This design comes from an exercise in tuning for small area and a short achievable clock period on the open sky130 flow, not from production work. Only simulation tests tie the RTL to the original design; equivalence was not proved.

Design md_unit, start of the top module:
module md_unit (
  input  logic        clk,
  input  logic        reset,
  input  logic        start,
  input  logic [2:0]  op,
  input  logic [31:0] a,
  input  logic [31:0] b,
  input  logic        mthi,
  input  logic        mtlo,
  output logic        busy,
  output logic        done,
  output logic [31:0] hi,
  output logic [31:0] lo
);
Size: roughly 2400 cells after synthesis, ~180 flip-flops, ~140 I/O pins, ~18000 um^2 of cells after synthesis.
Settings: LEC_CHECK=0, ABC_AREA=1, CAP_MARGIN=10, CORE_MARGIN=2, CORE_UTILIZATION=40, SLEW_MARGIN=10; clock period 80.0 ns.
standard.sh (not shown) runs the stock make flow with config.mk's settings and CLKGATE_MAP_FILE= SYNTH_SCRIPT=/design/flow/synth_recipe.tcl, a recipe that flattens the netlist after the stock synthesis.
==> flow/flow/run.sh <==
#!/bin/bash
# Standard ORFS layout (the standard.sh) with three changes to how it is built:
#  - port buffers start as the smallest buffer (repair resizes them where timing needs it);
#  - clock tree synthesis without dummy balancing loads, with the default clock buffers;
#  - timing repair aims for setup slack beyond zero at the design's clock period
#    (over-fixing only; the clock period and constraints are the design's).
# Each tool's output stays in ORFS's own per-step logs under orfs/logs; make's output is in
# standard.log.
set -euo pipefail
export SETUP_SLACK_MARGIN=62.7
export BUFFER_PORTS_ARGS="-buffer_cell sky130_fd_sc_hd__buf_1"
export CTS_ARGS="-sink_clustering_enable -repair_clock_nets -dont_use_dummy_load -buf_list sky130_fd_sc_hd__clkbuf_8 -root_buf sky130_fd_sc_hd__clkbuf_16 -sink_clustering_size 8"
bash standard.sh > standard.log 2>&1
==> next run, changes <==
--- a/flow/flow/run.sh
+++ b/flow/flow/run.sh
@@ -9,5 +9,5 @@
 set -euo pipefail
-export SETUP_SLACK_MARGIN=62.7
+export SETUP_SLACK_MARGIN=63.1
 export BUFFER_PORTS_ARGS="-buffer_cell sky130_fd_sc_hd__buf_1"
-export CTS_ARGS="-sink_clustering_enable -repair_clock_nets -dont_use_dummy_load -buf_list sky130_fd_sc_hd__clkbuf_8 -root_buf sky130_fd_sc_hd__clkbuf_16 -sink_clustering_size 8"
+export CTS_ARGS="-sink_clustering_enable -repair_clock_nets -dont_use_dummy_load -buf_list sky130_fd_sc_hd__clkbuf_8 -root_buf sky130_fd_sc_hd__clkbuf_16 -sink_clustering_size 10"
 bash standard.sh > standard.log 2>&1
=>
- The changed run completed with no timing, DRC or antenna violations
- worst hold slack is worse by 7.2 ps
- die area stays the same
- setup slack is better by 260 ps
- final area grows by about 4%
- core utilization grows by 1.7 points
- via count grows by about 1%
- clock-buffer cell count does not change
==> next run, changes <==
--- a/flow/flow/run.sh
+++ b/flow/flow/run.sh
@@ -9,3 +9,3 @@
 set -euo pipefail
-export SETUP_SLACK_MARGIN=63.1
+export SETUP_SLACK_MARGIN=62.7
 export BUFFER_PORTS_ARGS="-buffer_cell sky130_fd_sc_hd__buf_1"
After rerunning:
- final cell count came out lower by 1.4%
- final area came out lower by 3.7%
==> next run, changes <==
--- a/flow/flow/run.sh
+++ b/flow/flow/run.sh
@@ -1,5 +1,7 @@
 #!/bin/bash
-# Standard ORFS layout (the standard.sh) with three changes to how it is built:
-#  - port buffers start as the smallest buffer (repair resizes them where timing needs it);
-#  - clock tree synthesis without dummy balancing loads, with the default clock buffers;
+# Standard ORFS layout (the standard.sh, which runs the standard flow's own synthesis unchanged)
+# with three changes to how it is built:
+#  - port buffers start as the smallest buffer (timing repair resizes them where needed);
+#  - clock tree synthesis without dummy balancing loads, with clkbuf_8 leaf buffers under a
+#    clkbuf_16 root, at most 10 sinks per cluster;
 #  - timing repair aims for setup slack beyond zero at the design's clock period
@@ -9,3 +11,3 @@
 set -euo pipefail
-export SETUP_SLACK_MARGIN=62.7
+export SETUP_SLACK_MARGIN=62.85
 export BUFFER_PORTS_ARGS="-buffer_cell sky130_fd_sc_hd__buf_1"
Outcome:
- The new run passed the timing, design-rule and antenna checks
- global-route usage barely changes
- non-clock buffer count climbs by 2
- critical path depth climbs by 3
- maximum frequency climbs by 1.1%
- final area barely changes
- synthesized cell count does not change
- via count is about the same
- count of clock-buffer cells in the layout is unchanged
==> next run, changes <==
==> flow/flow/run.sh (replaced) <==
#!/bin/bash
# Standard ORFS layout (the standard.sh) with three changes to how it is built:
#  - port buffers start as the smallest buffer (repair resizes them where timing needs it);
#  - clock tree synthesis without dummy balancing loads, with the default clock buffers;
#  - timing repair aims for setup slack beyond zero at the design's clock period
#    (over-fixing only; the clock period and constraints are the design's).
# Each tool's output stays in ORFS's own per-step logs under orfs/logs; make's output is in
# standard.log.
set -euo pipefail
export SETUP_SLACK_MARGIN=62.95
export BUFFER_PORTS_ARGS="-buffer_cell sky130_fd_sc_hd__buf_1"
export CTS_ARGS="-sink_clustering_enable -repair_clock_nets -dont_use_dummy_load -buf_list sky130_fd_sc_hd__clkbuf_8 -root_buf sky130_fd_sc_hd__clkbuf_16 -sink_clustering_size 10"
bash standard.sh > standard.log 2>&1
=> The changed run produced a clean layout; cell area grows by 1.4%; worst hold slack stays flat; register-to-register slack barely changes.
==> next run, changes <==
--- a/flow/flow/run.sh
+++ b/flow/flow/run.sh
@@ -9,3 +9,3 @@
 set -euo pipefail
-export SETUP_SLACK_MARGIN=62.95
+export SETUP_SLACK_MARGIN=62.55
 export BUFFER_PORTS_ARGS="-buffer_cell sky130_fd_sc_hd__buf_1"
- die area does not change
- register-to-register slack loses 130 ps
- count of clock-buffer cells in the layout does not change
- worst setup slack gets worse by 180 ps
- via count drops by about 1%
- routed wire length went down by about 1%
- design area came out lower by about 1.6%
- synthesized cell count stays the same
- cell count shrinks by 0.84%

-- afterwards: timing with drivers on the ports --
Ports are ideal in the flow. The routed layouts listed here were re-timed in OpenROAD.
Step 1 (the two cells are an assumption about what drives the block):
set clk [get_ports {clk}]
set_driving_cell -lib_cell sky130_fd_sc_hd__clkbuf_16 $clk
set_driving_cell -lib_cell sky130_fd_sc_hd__buf_2 [delete_from_list [all_inputs] $clk]
Step 2, shift: input delay + t, output delay - t, t = (earliest + latest rising clock arrival at the registers) / 2. This alone moves slack from input paths to output paths.
Three values: ideal, step 1, step 2; two values: the first two.
run | t, ns | setup slack, ns | worst data-port slew with drivers (ns) | cell pins on the clock port's net
the first run | 0.480 | 62.671 / 62.615 / 62.379 | 0.05 | 1
the second run | 0.472 | 62.926 / 62.869 / 62.791 | 0.04 | 1
the third run | 0.480 | 62.671 / 62.615 / 62.379 | 0.05 | 1
the fourth run | 0.476 | 62.857 / 62.824 / 62.414 | 0.05 | 1
the fifth run | 0.476 | 62.851 / 62.841 / 62.411 | 0.05 | 1
the sixth run | 0.478 | 62.672 / 62.617 / 62.337 | 0.05 | 1
After both steps setup and hold are still met in every run listed. For the fourth run, which loses most, drivers alone change the setup slack by -0.033 ns; drivers and shift together by -0.443 ns.
